Background: an optimization exercise with open tools, aiming at small area, a short achievable clock period and few clock cycles. Do not read the settings as production practice.
The RTL was checked by simulation tests, not by an equivalence proof against the original design.
The clock port is modelled as an ideal driver, which makes a skipped or thinned clock tree look cheaper than it is; a real chip needs a root buffer or a tree.
No activity file was given, so power comes from the tool's default toggle rates.

==> delta: inputs <==
==> flow/design.v <==
`default_nettype none
package lz77_code_pkg;
	localparam int CHAR_W = 8;
	typedef logic [CHAR_W-1:0] char_t;
	localparam char_t END_CHAR = 8'h24;
	localparam int SEARCH_LEN = 9;
	typedef logic [3:0] offset_t;
	localparam int MAX_MATCH = 7;
	typedef logic [2:0] len_t;
	typedef struct packed {
		offset_t offset;
		len_t    match_len;
		char_t   char_nxt;
	} code_t;
endpackage
`default_nettype wire
`default_nettype none
package lz77_window_pkg;
	localparam int LOOK_LEN = 8;
	localparam int STR_LEN = 32;
	typedef logic [5:0] pos_t;
	typedef logic [9*8-1:0] hist_t;
	typedef logic [LOOK_LEN*8-1:0] look_t;
	typedef logic [3:0] avail_t;
	typedef struct packed {
		hist_t  hist;
		look_t  look;
		avail_t avail;
		avail_t remain;
	} window_t;
	typedef logic [3:0] step_t;
endpackage
`default_nettype wire
`timescale 1ns/1ns
`default_nettype none
module lz77_encoder (
	input  logic                 clk,
	input  logic                 reset,
	input  logic                 char_req,
	input  lz77_code_pkg::char_t chardata,
	output logic                 char_ack,
	output logic                 valid,
	output lz77_code_pkg::code_t code,
	output logic                 finish
);
	localparam int SL = lz77_code_pkg::SEARCH_LEN;
	localparam lz77_code_pkg::char_t END_CHAR = lz77_code_pkg::END_CHAR;
	lz77_code_pkg::char_t           cin;       
	logic                           take;      
	logic                           virt;      
	logic                           loaded;    
	logic [SL-1:0][7:0]             hist;      
	logic [SL-1:0]                  alive;     
	lz77_code_pkg::len_t            len;       
	logic [4:0]                     cnt;       
	lz77_code_pkg::offset_t         off_q;
	lz77_code_pkg::len_t            len_q;
	logic                           fresh;
	logic                           is_end;
	logic                           end_now;
	logic                           cin_end;
	logic [SL-1:0]                  eq;
	logic [SL-1:0]                  avail;
	logic [SL-1:0]                  alive_new;
	logic                           ends;
	lz77_code_pkg::offset_t         off_d;
	assign fresh = char_req && !char_ack && !loaded;
	assign is_end = (chardata == END_CHAR);
	assign end_now = fresh && is_end;
	assign cin_end = (cin == END_CHAR);
	always_ff @(posedge clk)
		cin <= ({8{virt}} & END_CHAR) | ({8{!virt && take}} & cin) |
			({8{!virt && !take}} & chardata);
	always_ff @(posedge clk or posedge reset) begin
		if (reset) begin
			char_ack <= 1'b0;
			take <= 1'b0;
		end else begin
			char_ack <= char_req && (char_ack || !loaded);
			take <= fresh;
		end
	end
	always_comb begin
		for (int j = 0; j < SL; j++) begin
			eq[j] = (cin == hist[j]);
			avail[j] = (cnt > 5'(j));
		end
		alive_new = ((len == '0) ? avail : alive) & eq;
		ends = (alive_new == '0) || (len == 3'd7);
		off_d = '0;
		if (len != '0)
			for (int j = 0; j < SL; j++)
				if (alive[j])
					off_d = lz77_code_pkg::offset_t'(j);
	end
	always_ff @(posedge clk) begin
		if (take) begin
			hist <= {hist[SL-2:0], cin};
			alive <= alive_new;
		end
		off_q <= off_d;
		len_q <= len;
	end
	always_ff @(posedge clk or posedge reset) begin
		if (reset) begin
			virt <= 1'b0;
			loaded <= 1'b0;
			valid <= 1'b0;
			finish <= 1'b0;
			len <= '0;
			cnt <= '0;
		end else begin
			virt <= take && (cnt == 5'd31) && !cin_end;
			valid <= (take && ends && !cin_end) || virt || end_now;
			finish <= finish || (valid && cin_end);
			if (take && (cin_end || cnt == 5'd31))
				loaded <= 1'b1;
			if (take) begin
				cnt <= cnt + 1'b1;
				len <= ends ? '0 : len + 1'b1;
			end
		end
	end
	assign code = {off_q, len_q, cin};
endmodule
`default_nettype wire
==> flow/flow/run.sh <==
#!/bin/bash
# Standard ORFS layout (the standard.sh, standard synthesis unchanged) with
# three changes:
#  - small port buffers (buf_1) instead of the default delay cell; timing
#    repair upsizes any that matter,
#  - a one-level clock tree: the clock port drives 4 clkbuf_16, each driving
#    a quarter of the flip-flops (lean_cts.tcl, hooked in by pre_cts.tcl in
#    place of clock_tree_synthesis),
#  - timing repair aimed past the 17 ns clock (setup margin 12.9 ns), so that
#    the achieved period (17 ns less setup slack) is pushed down.
# The make output goes to standard_flow.log; ORFS keeps each step's log under
# orfs/logs.
set -euo pipefail
here=$(pwd)
export BUFFER_PORTS_ARGS="-buffer_cell sky130_fd_sc_hd__buf_1"
export SETUP_SLACK_MARGIN=12.9
export PRE_CTS_TCL=$here/flow/pre_cts.tcl
export LEAN_CTS_BUFS=4
export LEAN_CTS_CELL=sky130_fd_sc_hd__clkbuf_16
bash standard.sh > standard_flow.log 2>&1
==> flow/flow/lean_cts.tcl <==
# Lean clock tree: the clock port drives NBUF clock buffers in parallel, each
# driving one group of flip-flops (groups split by position), one level deep.
proc my_clock_tree {nbuf master_name} {
  set block [ord::get_db_block]
  set db [ord::get_db]
  set master [$db findMaster $master_name]
  set clknet [[$block findBTerm clk] getNet]
  set sinks {}
  foreach it [$clknet getITerms] {
    set inst [$it getInst]
    set loc [$inst getLocation]
    lappend sinks [list $it [lindex $loc 0] [lindex $loc 1]]
  }
  set n [llength $sinks]
  # split by x into columns of equal count, then each column by y if nbuf 4
  set byx [lsort -integer -index 1 $sinks]
  set groups {}
  if {$nbuf == 4} {
    set half [expr {($n + 1) / 2}]
    foreach col [list [lrange $byx 0 [expr {$half - 1}]] [lrange $byx $half end]] {
      set byy [lsort -integer -index 2 $col]
      set h2 [expr {([llength $byy] + 1) / 2}]
      lappend groups [lrange $byy 0 [expr {$h2 - 1}]] [lrange $byy $h2 end]
    }
  } else {
    for {set g 0} {$g < $nbuf} {incr g} {
      set lo [expr {$g * $n / $nbuf}]
      set hi [expr {($g + 1) * $n / $nbuf - 1}]
      lappend groups [lrange $byx $lo $hi]
    }
  }
  set g 0
  foreach grp $groups {
    set buf [odb::dbInst_create $block $master "clkbuf_lean_$g"]
    set net [odb::dbNet_create $block "clknet_lean_$g"]
    $net setSigType CLOCK
    set sx 0; set sy 0
    foreach s $grp {
      set it [lindex $s 0]
      $it disconnect
      $it connect $net
      set sx [expr {$sx + [lindex $s 1]}]
      set sy [expr {$sy + [lindex $s 2]}]
    }
    set cnt [llength $grp]
    $buf setLocation [expr {$sx / $cnt}] [expr {$sy / $cnt}]
    $buf setPlacementStatus PLACED
    [$buf findITerm A] connect $clknet
    [$buf findITerm X] connect $net
    incr g
  }
  $clknet setSigType CLOCK
}
==> flow/flow/pre_cts.tcl <==
# Sourced by ORFS's cts.tcl just before clock_tree_synthesis: replace that
# command with the lean one-level clock tree of lean_cts.tcl.
source [file join [file dirname [info script]] lean_cts.tcl]
rename clock_tree_synthesis orfs_clock_tree_synthesis
proc clock_tree_synthesis {args} {
  my_clock_tree $::env(LEAN_CTS_BUFS) $::env(LEAN_CTS_CELL)
  set_propagated_clock [all_clocks]
  puts "lean clock tree: $::env(LEAN_CTS_BUFS) x $::env(LEAN_CTS_CELL)"
}
==> flow/standard.sh <==
#!/bin/bash
# synth_recipe.tcl (not shown) runs the flow's synth.tcl, then flattens the netlist and writes it again
# the make line also repeats each setting of config.mk as NAME=value (left out here)
make -C /OpenROAD-flow-scripts/flow DESIGN_CONFIG=/design/flow/config.mk WORK_HOME=/design/flow/orfs CLKGATE_MAP_FILE= SYNTH_SCRIPT=/design/flow/synth_recipe.tcl "${@:-finish}"
==> flow/config.mk <==
export PLATFORM = sky130hd
export DESIGN_NAME = lz77_encoder
export DESIGN_NICKNAME = lz77_encoder
export VERILOG_FILES = /design/flow/design.v
export SDC_FILE = /design/flow/constraint.sdc
export NUM_CORES = 4
export LEC_CHECK = 0
export CAP_MARGIN = 20
export CORE_MARGIN = 2
export CORE_UTILIZATION = 60
export GPL_TIMING_DRIVEN = 0
export SLEW_MARGIN = 20
==> flow/constraint.sdc <==
create_clock -name core_clock -period 17.0 [get_ports {clk}]
set_input_delay 3.4000 -clock core_clock [delete_from_list [all_inputs] [get_ports {clk}]]
set_output_delay 3.4000 -clock core_clock [all_outputs]
set_load 0.01 [all_outputs]
==> sierra: changes against delta <==
==> flow/design.v, changed modules only <==
module lz77_encoder (
	input  logic                 clk,
	input  logic                 reset,
	input  logic                 char_req,
	input  lz77_code_pkg::char_t chardata,
	output logic                 char_ack,
	output logic                 valid,
	output lz77_code_pkg::code_t code,
	output logic                 finish
);
	localparam int SL = lz77_code_pkg::SEARCH_LEN;
	localparam lz77_code_pkg::char_t END_CHAR = lz77_code_pkg::END_CHAR;
	lz77_code_pkg::char_t           cin;       
	logic                           take;      
	logic                           virt;      
	logic                           loaded;    
	logic                           fin_pend;  
	logic [SL-1:0][7:0]             hist;      
	logic [SL-1:0]                  alive;     
	lz77_code_pkg::len_t            len;       
	logic [4:0]                     cnt;       
	lz77_code_pkg::offset_t         off_q;
	lz77_code_pkg::len_t            len_q;
	logic                           proc;
	logic                           is_end;
	lz77_code_pkg::char_t           x;
	logic [SL-1:0]                  eq;
	logic [SL-1:0]                  avail;
	logic [SL-1:0]                  alive_new;
	logic                           ends;
	lz77_code_pkg::offset_t         off_d;
	always_ff @(posedge clk)
		cin <= chardata;
	always_ff @(posedge clk or posedge reset) begin
		if (reset) begin
			char_ack <= 1'b0;
			take <= 1'b0;
		end else begin
			char_ack <= char_req && (char_ack || !loaded);
			take <= char_req && !char_ack && !loaded;
		end
	end
	assign proc = take || virt;
	assign is_end = virt || (cin == END_CHAR);
	assign x = virt ? END_CHAR : cin;
	always_comb begin
		for (int j = 0; j < SL; j++) begin
			eq[j] = (cin == hist[j]);
			avail[j] = (cnt > 5'(j));
		end
		alive_new = ((len == '0) ? avail : alive) & eq;
		ends = is_end || (alive_new == '0) || (len == 3'd7);
		off_d = '0;
		if (len != '0)
			for (int j = 0; j < SL; j++)
				if (alive[j])
					off_d = lz77_code_pkg::offset_t'(j);
	end
	always_ff @(posedge clk) begin
		if (proc) begin
			hist <= {hist[SL-2:0], x};
			alive <= alive_new;
		end
		off_q <= off_d;
		len_q <= len;
	end
	always_ff @(posedge clk or posedge reset) begin
		if (reset) begin
			virt <= 1'b0;
			loaded <= 1'b0;
			fin_pend <= 1'b0;
			valid <= 1'b0;
			finish <= 1'b0;
			len <= '0;
			cnt <= '0;
		end else begin
			virt <= take && (cnt == 5'd31) && !is_end;
			valid <= proc && ends;
			fin_pend <= proc && is_end;
			finish <= finish || fin_pend;
			if (proc) begin
				if (is_end || (take && cnt == 5'd31))
					loaded <= 1'b1;
				cnt <= cnt + 1'b1;
				len <= ends ? '0 : len + 1'b1;
			end
		end
	end
	assign code = {off_q, len_q, hist[0]};
endmodule
==> flow/flow/run.sh (replaced) <==
#!/bin/bash
# Standard ORFS layout, with fast port buffers and timing repair aimed past the
# 17 ns clock so that the achieved period (17 ns less setup slack) is pushed down.
set -euo pipefail
export BUFFER_PORTS_ARGS="-buffer_cell sky130_fd_sc_hd__buf_4"
export SETUP_SLACK_MARGIN=13
bash standard.sh > standard_flow.log 2>&1
CORE_UTILIZATION = 40   (was 60)
GPL_TIMING_DRIVEN = default   (was 0)
removed: flow/flow/lean_cts.tcl
removed: flow/flow/pre_cts.tcl
==> tundra: changes against delta <==
==> flow/flow/run.sh (replaced) <==
#!/bin/bash
# Standard ORFS layout with three changes:
#  - fast port buffers (buf_4) instead of the default delay cell,
#  - a one-level clock tree: the clock port drives 4 clkbuf_16, each driving
#    a quarter of the flip-flops (lean_cts.tcl, hooked in by pre_cts.tcl),
#  - timing repair aimed past the 17 ns clock (setup margin), so that the
#    achieved period (17 ns less setup slack) is pushed down.
set -euo pipefail
here=$(pwd)
export BUFFER_PORTS_ARGS="-buffer_cell sky130_fd_sc_hd__buf_1"
export SETUP_SLACK_MARGIN=${MARGIN:-13.0}
export PRE_CTS_TCL=$here/flow/pre_cts.tcl
export LEAN_CTS_BUFS=4
export LEAN_CTS_CELL=sky130_fd_sc_hd__clkbuf_16
bash standard.sh > standard_flow.log 2>&1
GPL_TIMING_DRIVEN = default   (was 0)
==> notes.md <==
Status: delta no timing/DRC/antenna violations; tundra no timing/DRC/antenna violations; sierra no timing/DRC/antenna violations
Sequential-to-total area share from yosys stat: delta 0.662; tundra 0.662; sierra 0.670
Starting utilization of the core area: delta 0.613; tundra 0.613; sierra 0.408
Floorplan die area: delta 8490 um^2; tundra 8490 um^2; sierra 12500 um^2
Placer Congestion: delta 0.769; tundra 0.861; sierra 0.767
Actual transition at the worst max-transition pin: delta 0.732 ns; tundra 1.13 ns; sierra 1.09 ns
Combined area of the multi-input logic cells: delta 1490 um^2; tundra 1510 um^2; sierra 1380 um^2
Int Pwr: delta 422 uW; tundra 423 uW; sierra 466 uW
Source-to-sink clock delay at the later pin of the worst-skew pair: delta 0.16 ns; tundra 0.17 ns; sierra 0.34 ns
CORE AREA: delta 7610 um^2; tundra 7610 um^2; sierra 11400 um^2
Relative contribution of the clock network to total power: delta 0.183; tundra 0.182; sierra 0.308
Post-route clock skew: delta 0.00662 ns; tundra 0.0129 ns; sierra 0.00875 ns
Total of cells resized after clock tree synthesis: delta 14; tundra 39; sierra 18
Worst reg2reg path startpoint: delta len[0]$_DFFE_PP0P_; tundra len[0]$_DFFE_PP0P_; sierra len[0]$_DFFE_PP0N_
Post-route core utilization: delta 0.670; tundra 0.679; sierra 0.472
Met2 Usage GRT: delta 0.374; tundra 0.360; sierra 0.211
Number of core rows: delta 32; tundra 32; sierra 39
Number of buffers added for setup after CTS: delta 1; tundra 10; sierra 8
Testbench counts of delta, summed over its fixed seeds: cycles 14,226.
Testbench counts of sierra, summed over its fixed seeds: cycles 14,502.
Testbench counts of tundra, summed over its fixed seeds: cycles 14,226.
In delta and tundra the design's own scripts or RTL, not TritonCTS, make the clock network.


==> job 9291: inputs <==
RTL: the design.v shown in full above, as it stands there.
Settings: LEC_CHECK=0, CAP_MARGIN=20, CORE_MARGIN=2, CORE_UTILIZATION=75, SLEW_MARGIN=20; clock period 17.0 ns.
standard.sh (not shown) runs the stock make flow with config.mk's settings and CLKGATE_MAP_FILE= SYNTH_SCRIPT=/design/flow/synth_recipe.tcl, a recipe that flattens the netlist after the stock synthesis.
==> flow/flow/run.sh <==
#!/bin/bash
# Standard ORFS layout with three changes:
#  - fast port buffers (buf_4) instead of the default delay cell,
#  - a one-level clock tree: the clock port drives 4 clkbuf_16, each driving
#    a quarter of the flip-flops (lean_cts.tcl, hooked in by pre_cts.tcl),
#  - timing repair aimed past the 17 ns clock (setup margin), so that the
#    achieved period (17 ns less setup slack) is pushed down.
set -euo pipefail
here=$(pwd)
export BUFFER_PORTS_ARGS="-buffer_cell sky130_fd_sc_hd__buf_4"
export SETUP_SLACK_MARGIN=${MARGIN:-12.9}
export PRE_CTS_TCL=$here/flow/pre_cts.tcl
export LEAN_CTS_BUFS=4
export LEAN_CTS_CELL=sky130_fd_sc_hd__clkbuf_16
bash standard.sh > standard_flow.log 2>&1
Other scripts of this flow, unchanged in this note and not shown: flow/flow/lean_cts.tcl, flow/flow/pre_cts.tcl
==> job 3851: changes against job 9291 <==
==> flow/flow/run.sh (replaced) <==
#!/bin/bash
# Standard ORFS layout (the standard.sh, standard synthesis unchanged) with
# three changes:
#  - small port buffers (buf_1) instead of the default delay cell; timing
#    repair upsizes any that matter,
#  - a one-level clock tree: the clock port drives 4 clkbuf_16, each driving
#    a quarter of the flip-flops (lean_cts.tcl, hooked in by pre_cts.tcl in
#    place of clock_tree_synthesis),
#  - timing repair aimed past the 17 ns clock (setup margin 12.9 ns), so that
#    the achieved period (17 ns less setup slack) is pushed down.
# The make output goes to standard_flow.log; ORFS keeps each step's log under
# orfs/logs.
set -euo pipefail
here=$(pwd)
export BUFFER_PORTS_ARGS="-buffer_cell sky130_fd_sc_hd__buf_1"
export SETUP_SLACK_MARGIN=12.9
export PRE_CTS_TCL=$here/flow/pre_cts.tcl
export LEAN_CTS_BUFS=4
export LEAN_CTS_CELL=sky130_fd_sc_hd__clkbuf_16
bash standard.sh > standard_flow.log 2>&1
--- a/flow/config.mk
+++ b/flow/config.mk
@@ -7,5 +7,5 @@
 export LEC_CHECK = 0
 export CAP_MARGIN = 20
 export CORE_MARGIN = 2
-export CORE_UTILIZATION = 75
+export CORE_UTILIZATION = 60
 export SLEW_MARGIN = 20
==> notes <==
- Job 9291 finished clean. Job 3851 passed the timing, design-rule and antenna checks.
- In clock power, job 9291 and job 3851 hardly differ.
- Global-route usage: job 3851 is lower than job 9291 (6.8 points).
- Clock skew: job 9291 is higher than job 3851 (0.0046 ns).
- Sequential power is about the same in job 3851 and job 9291.
- Flip-flop and latch count is the same in job 3851 and job 9291.
- Synthesized cell count is the same in job 3851 and job 9291.
- Against job 3851, the worst setup slack of job 9291 is worse by 0.0093 ns.
- Against job 9291, the routed wire length of job 3851 is lower by about 9%.
- In job 9291 the combinational power is higher than in job 3851, by about 10%.
- Between job 9291 and job 3851, the lower total power is in job 3851 (gap 2.0%, measured against job 3851).
Testbench counts of job 9291, summed over its fixed seeds: cycles 14,226.
Testbench counts of job 3851, summed over its fixed seeds: cycles 14,226.
In every run of this note, the design's own scripts or RTL, not TritonCTS, make the clock network.

what the ideal ports hide:
Ports are ideal in the flow. The routed layouts listed here were re-timed in OpenROAD.
Step 1, drivers: a clkbuf_16 drives clk and a buf_2 each remaining input, both assumed.
Step 2 times the ports against the registers' clock, not the clock port: input delays grow and output delays shrink by t, the midpoint of the rising clock arrivals with the driver on.
Slacks: ideal ports / drivers / drivers and shift; pairs: ideal ports / drivers.
| run | shift t [ns] | setup WS [ns] | worst hold slack (ns) |
|---|---|---|---|
| delta | 0.240 | 12.907 / 12.827 / 12.849 | 0.420 / 0.420 / 0.420 |
| sierra | 0.374 | 12.693 / 12.655 / 13.030 | 0.402 / 0.402 / 0.402 |
| tundra | 0.239 | 12.911 / 12.833 / 12.914 | 0.412 / 0.412 / 0.412 |
| job 9291 | 0.239 | 12.903 / 12.824 / 12.838 | 0.448 / 0.448 / 0.448 |
| job 3851 | 0.237 | 12.912 / 12.835 / 12.874 | 0.412 / 0.412 / 0.412 |
After both steps setup and hold are still met in every run listed. The setup slack of job 9291, which loses most, moves by -0.079 ns with the drivers and by -0.065 ns with both steps.
